Background: an optimization exercise with open tools, aiming at small area, a short achievable clock period and few clock cycles. Do not read the settings as production practice.
The clock port is modelled as an ideal driver, which makes a skipped or thinned clock tree look cheaper than it is; a real chip needs a root buffer or a tree.
No activity file was given, so power comes from the tool's default toggle rates.

## lane 1
==> module conv_input_feeder, before the edit <==
module conv_input_feeder (
    input  logic                          i_clk,
    input  logic                          i_rst,
    input  logic                          i_start,
    input  logic [23:0]                   i_geom,
    output logic                          o_rd_en,
    output logic [15:0]                   o_rd_addr,
    input  logic [63:0]                   i_rd_data,
    output logic [81:0]                   o_feed,
    output logic                          o_busy,
    output logic                          o_done
);
    logic        busy;
    logic        idle;        
    logic        done;
    logic        mode_a;      
    logic        mode_b;      
    logic        b_first;     
    logic [2:0]  p8;
    logic [7:0]  g_h;         
    logic [7:0]  g_c;         
    logic [7:0]  acc;         
    logic [15:0] raddr;       
    logic        op_clr;      
    logic        op_prod;
    logic        op_run;
    logic        op_neg;
    logic        op_cin;
    logic        gen;         
    logic [7:0]  cw;          
    logic        row0;        
    logic        z2;          
    logic [3:1]  ed;          
    logic [7:6]  ed_hi;
    logic [8:1]  vd;          
    logic [8:0]  en;          
    logic        last;
    logic [31:0] s0, s2;      
    logic [15:0] s1;
    logic        accept;
    logic        e0;
    logic        z2_nx;
    logic        busy_nx;
    logic        a_last;      
    logic        b_last;      
    logic        gen_go;      
    logic        mode_a_nx;
    logic        mode_b_nx;
    logic [2:0]  p8_nx;
    logic [7:0]  cw_dec;
    logic [7:0]  hbits;       
    logic [7:0]  wbits;       
    logic [15:0] mcand;
    logic [15:0] add_a;
    logic [15:0] add_b;
    logic [16:0] raddr_sum;
    logic [15:0] quarter;
    assign accept    = i_start && idle;
    assign e0        = gen ? (p8 == 3'd7 && cw == 8'd0) : 1'b1;
    assign z2_nx     = (p8 == 3'd6) ? (g_h == 8'd1) : z2;
    assign busy_nx   = accept || (busy && !last);
    assign cw_dec    = cw - 8'd1;
    assign hbits     = s2[31:24];
    assign wbits     = s2[23:16];
    assign mcand     = {acc, g_c};
    assign a_last    = mode_a && hbits[7:1] == 7'd0;
    assign b_last    = mode_b && wbits[7:1] == 7'd0;
    assign mode_a_nx = accept || (mode_a && !a_last);
    assign mode_b_nx = a_last || (mode_b && !b_last);
    assign gen_go    = !gen &&
                       ((mode_a && ((hbits[7:1] == 7'd1 && wbits[7:1] == 7'd0) ||
                                    (hbits[7:1] == 7'd0 && wbits[7:1] <= 7'd1))) ||
                        (mode_b && wbits[7:3] == 5'd0 && wbits[2]));
    assign p8_nx     = gen_go ? 3'd0 : p8 + 3'd1;
    always_ff @(posedge i_clk) begin
        if (i_rst) begin
            busy    <= 1'b0;
            idle    <= 1'b1;
            done    <= 1'b0;
            mode_a  <= 1'b0;
            mode_b  <= 1'b0;
            gen     <= 1'b0;
            vd      <= '0;
            last    <= 1'b0;
        end else begin
            busy    <= busy_nx;
            idle    <= !busy_nx;
            done    <= last;
            last    <= vd[7] && !vd[6];
            vd      <= {vd[7:1], gen};
            mode_a  <= mode_a_nx;
            mode_b  <= mode_b_nx;
            if (gen_go) begin
                gen <= 1'b1;
            end else if (gen && p8 == 3'd7 && cw == 8'd0 && g_h == 8'd1) begin
                gen <= 1'b0;
            end
        end
    end
    always_ff @(posedge i_clk) begin
        p8      <= p8_nx;
        b_first <= a_last;
        if (idle) begin
            g_h <= i_geom[23:16];
        end else if (gen && p8 == 3'd7 && cw == 8'd0) begin
            g_h <= g_h - 8'd1;
        end
        if (idle) begin
            acc <= 8'd0;
            g_c <= i_geom[7:0];
        end else if (b_last) begin
            g_c <= cw;
        end else if (mode_b && b_first) begin
            {acc, g_c} <= {raddr[14:0], 1'b0};
        end else if (mode_a || mode_b) begin
            {acc, g_c} <= {mcand[14:0], 1'b0};
        end
        if (idle) begin
            cw <= i_geom[15:8];
        end else if (gen_go) begin
            cw <= cw_dec;
        end else if (gen && p8 == 3'd7) begin
            cw <= (cw == 8'd0) ? g_c : cw_dec;
        end
        op_clr  <= accept || (a_last && !wbits[0]);
        op_prod <= (accept && i_geom[16]) || (mode_a && !a_last && hbits[1]) ||
                   (mode_b && !b_last && wbits[1]);
        op_run  <= !mode_a_nx && !mode_b_nx && !(gen && !vd[1]);
        op_neg  <= p8_nx[0] ^ p8_nx[1];
        op_cin  <= !mode_a_nx && !mode_b_nx && !(gen && !vd[1]) &&
                   (p8_nx == 3'd0 || p8_nx == 3'd1 || p8_nx == 3'd3 ||
                    p8_nx == 3'd4 || p8_nx == 3'd6);
        raddr <= raddr_sum[16:1];
    end
    assign add_a = raddr & {16{!op_clr}};
    assign add_b = ({16{op_prod}} & mcand)
                 | ({16{op_run}} & ({{8{op_neg}}, g_c ^ {8{op_neg}}}));
    assign raddr_sum = {add_a, 1'b1} + {add_b, op_cin};
    assign o_rd_addr = raddr;
    assign o_rd_en   = busy;       
    always_ff @(posedge i_clk) begin
        if (gen_go) begin
            row0 <= 1'b1;
        end else if (gen && p8 == 3'd7 && cw == 8'd0) begin
            row0 <= 1'b0;
        end
        ed    <= {ed[2:1], e0};
        ed_hi <= {ed_hi[6], !en[5]};
        if (p8 == 3'd6) z2 <= (g_h == 8'd1);
        en[0] <= !(e0    || row0);
        en[1] <= !row0;
        en[2] <= !(ed[1] || row0);
        en[3] <= !ed[3];
        en[4] <= 1'b1;
        en[5] <= en[3];
        en[6] <= !(ed_hi[6] || z2_nx);
        en[7] <= !z2_nx;
        en[8] <= !(ed_hi[7] || z2_nx);
    end
    always_comb begin
        case (p8[2:1])
            2'd0:    quarter = i_rd_data[63:48];
            2'd1:    quarter = i_rd_data[15:0];
            2'd2:    quarter = i_rd_data[31:16];
            default: quarter = i_rd_data[47:32];
        endcase
    end
    always_ff @(posedge i_clk) begin
        s1[15:8] <= quarter[15:8];
        s1[7:0]  <= p8[0] ? quarter[7:0] : s1[15:8];
        s0[31:24] <= p8[2] ? i_rd_data[63:56] : i_rd_data[31:24];
        if (p8[1:0] == 2'd0) s0[23:0] <= p8[2] ? i_rd_data[55:32] : i_rd_data[23:0];
        else                 s0[23:0] <= s0[31:8];
        if (idle)        s2[31:24] <= i_geom[23:16];
        else if (mode_a) s2[31:24] <= {1'b0, hbits[7:1]};
        else             s2[31:24] <= p8[2] ? i_rd_data[31:24] : i_rd_data[63:56];
        if (idle)                  s2[23:16] <= i_geom[15:8];
        else if (mode_a)           s2[23:16] <= wbits;
        else if (mode_b)           s2[23:16] <= {1'b0, wbits[7:1]};
        else if (p8[1:0] == 2'd2)  s2[23:16] <= p8[2] ? i_rd_data[23:16] : i_rd_data[55:48];
        else                       s2[23:16] <= s2[31:24];
        if (p8[1:0] == 2'd2) s2[15:0] <= p8[2] ? i_rd_data[15:0] : i_rd_data[47:32];
        else                 s2[15:0] <= s2[23:8];
    end
    logic [71:0] taps;
    always_comb begin
        for (int j = 0; j < 3; j++) begin
            taps[(0+j)*8 +: 8] = s0[7:0] & {8{en[0+j]}};
            taps[(3+j)*8 +: 8] = s1[7:0] & {8{en[3+j]}};
            taps[(6+j)*8 +: 8] = s2[7:0] & {8{en[6+j]}};
        end
    end
    assign o_feed = {vd, gen, taps, last};
    assign o_busy = busy;
    assign o_done = done;
endmodule
Settings: LEC_CHECK=0, CAP_MARGIN=20, CORE_MARGIN=2, CORE_UTILIZATION=60, SLEW_MARGIN=20, BUFFER_PORTS_ARGS=-buffer_cell sky130_fd_sc_hd__buf_1, PRE_CTS_TCL=/design/flow/flow/manual_cts.tcl, MAN_CTS_LEAVES=8, MAN_CTS_MIDS=4, MAN_CTS_LEAF_CELL=sky130_fd_sc_hd__clkbuf_16, MAN_CTS_MID_CELL=sky130_fd_sc_hd__clkbuf_8, MAN_SIZE_OUTPUTS=1; clock period 10.0 ns.
standard.sh (not shown) runs the stock make flow with config.mk's settings and CLKGATE_MAP_FILE= SYNTH_SCRIPT=/design/flow/synth_recipe.tcl, a recipe that flattens the netlist after the stock synthesis.
==> flow/flow/run.sh <==
#!/bin/bash
# The standard layout (standard.sh, unchanged synthesis) with two changes:
#  - the port buffers are buf_1 (buf_2 on outputs, see below) instead of
#    the delay cells buffer_ports picks by default;
#  - clock tree: manual_cts.tcl replaces TritonCTS's H-tree with a balanced
#    two-level tree (the port drives 4 clkbuf_8, each driving 2 clkbuf_16
#    that drive one eighth of the registers, split by position), and
#    before it each output port buffer, the gate in front of it and the
#    flip-flops feeding that gate, and flip-flops with a large fanout, are
#    given a larger drive strength.
# The tool output goes to standard.log in this folder.
set -euo pipefail
here=$(pwd)
{
  echo 'export BUFFER_PORTS_ARGS = -buffer_cell sky130_fd_sc_hd__buf_1'
  echo "export PRE_CTS_TCL = $here/flow/manual_cts.tcl"
  echo 'export MAN_CTS_LEAVES = 8'
  echo 'export MAN_CTS_MIDS = 4'
  echo 'export MAN_CTS_LEAF_CELL = sky130_fd_sc_hd__clkbuf_16'
  echo 'export MAN_CTS_MID_CELL = sky130_fd_sc_hd__clkbuf_8'
  echo 'export MAN_SIZE_OUTPUTS = 1'
} >> "$FLOW_CONFIG"
bash standard.sh > standard.log 2>&1
Other scripts of this flow, unchanged in this note and not shown: flow/flow/manual_cts.tcl
Lane 1 | status: complete | timing, DRC, antenna: pass
--- input diff lane 1..lane 2 ---
--- a/flow/design.v
+++ b/flow/design.v
@@ -360,8 +360,9 @@
     logic        z2_nx;
     logic        busy_nx;
     logic        a_last;      
     logic        b_last;      
+    logic        go_now;      
     logic        gen_go;      
     logic        mode_a_nx;
     logic        mode_b_nx;
     logic [2:0]  p8_nx;
@@ -384,12 +385,13 @@
     assign a_last    = mode_a && hbits[7:1] == 7'd0;
     assign b_last    = mode_b && wbits[7:1] == 7'd0;
     assign mode_a_nx = accept || (mode_a && !a_last);
     assign mode_b_nx = a_last || (mode_b && !b_last);
-    assign gen_go    = !gen &&
-                       ((mode_a && ((hbits[7:1] == 7'd1 && wbits[7:1] == 7'd0) ||
-                                    (hbits[7:1] == 7'd0 && wbits[7:1] <= 7'd1))) ||
-                        (mode_b && wbits[7:3] == 5'd0 && wbits[2]));
+    assign go_now    = accept && i_geom[23:17] == 7'd0 && i_geom[15:9] == 7'd0;
+    assign gen_go    = go_now ||
+                       (mode_a && ((hbits[7:1] == 7'd1 && wbits[7:1] == 7'd0) ||
+                                   (hbits[7:1] == 7'd0 && wbits[7:1] == 7'd1))) ||
+                       (mode_b && wbits[7:3] == 5'd0 && wbits[2]);
     assign p8_nx     = gen_go ? 3'd0 : p8 + 3'd1;
     always_ff @(posedge i_clk) begin
         if (i_rst) begin
             busy    <= 1'b0;
@@ -433,20 +435,20 @@
         end else if (mode_a || mode_b) begin
             {acc, g_c} <= {mcand[14:0], 1'b0};
         end
         if (idle) begin
-            cw <= i_geom[15:8];
+            cw <= go_now ? 8'd0 : i_geom[15:8];
         end else if (gen_go) begin
             cw <= cw_dec;
         end else if (gen && p8 == 3'd7) begin
             cw <= (cw == 8'd0) ? g_c : cw_dec;
         end
         op_clr  <= accept || (a_last && !wbits[0]);
         op_prod <= (accept && i_geom[16]) || (mode_a && !a_last && hbits[1]) ||
                    (mode_b && !b_last && wbits[1]);
-        op_run  <= !mode_a_nx && !mode_b_nx && !(gen && !vd[1]);
+        op_run  <= !mode_a_nx && !mode_b_nx;
         op_neg  <= p8_nx[0] ^ p8_nx[1];
-        op_cin  <= !mode_a_nx && !mode_b_nx && !(gen && !vd[1]) &&
+        op_cin  <= !mode_a_nx && !mode_b_nx &&
                    (p8_nx == 3'd0 || p8_nx == 3'd1 || p8_nx == 3'd3 ||
                     p8_nx == 3'd4 || p8_nx == 3'd6);
         raddr <= raddr_sum[16:1];
     end
Notes after the runs:
- Lane 2: no failed stages, no open violations at the end
- Clock network fraction of design power ends up lower on lane 1.
- Lane 2 does worse than lane 1 on maximum frequency.
- In lane 2, power dissipated by switching net loads is lower than in lane 1.
- The final reports for lane 2 and lane 1 show final critical-path required period higher in the former.
- Total routed wirelength ends up lower on lane 2.
- Per the comparison of lane 2 with lane 1, ratio of final minimum period to clock period grew by 8.7 points; post-synth design cell area shrank by 0.76%; via count of the first global-routing pass held steady.
- Of lane 1 and lane 2, lane 2 shows the lower setup slack, with lane 1 above it.
Function was not checked in any run of this note: the RTL went through the layout flow alone. In every run of this note, the design's own scripts or RTL, not TritonCTS, make the clock network.

what the ideal ports hide:
The results above use ideal ports. As a check the final layouts listed here were re-extracted and re-timed, cells and wires unchanged.
Step 1 (the two cells are an assumption about what drives the block):
set clk [get_ports {i_clk}]
set_driving_cell -lib_cell sky130_fd_sc_hd__clkbuf_16 $clk
set_driving_cell -lib_cell sky130_fd_sc_hd__buf_2 [delete_from_list [all_inputs] $clk]
Step 2 also shifts input and output timing later by t, the mid clock arrival at the registers, as if the neighbouring blocks saw the same clock.
Slacks: no drivers / after step 1 / after step 2; pairs: no drivers / after step 1.
run	t (ns)	setup WS [ns]	clock arrival spread, ns
lane 1	0.357	7.019 / 6.948 / 6.976	0.014 / 0.013
lane 2	0.358	6.147 / 6.201 / 5.843	0.012 / 0.012
After both steps setup and hold are still met in every run listed. For lane 2, which loses most, drivers alone change the setup slack by +0.054 ns; drivers and shift together by -0.304 ns.
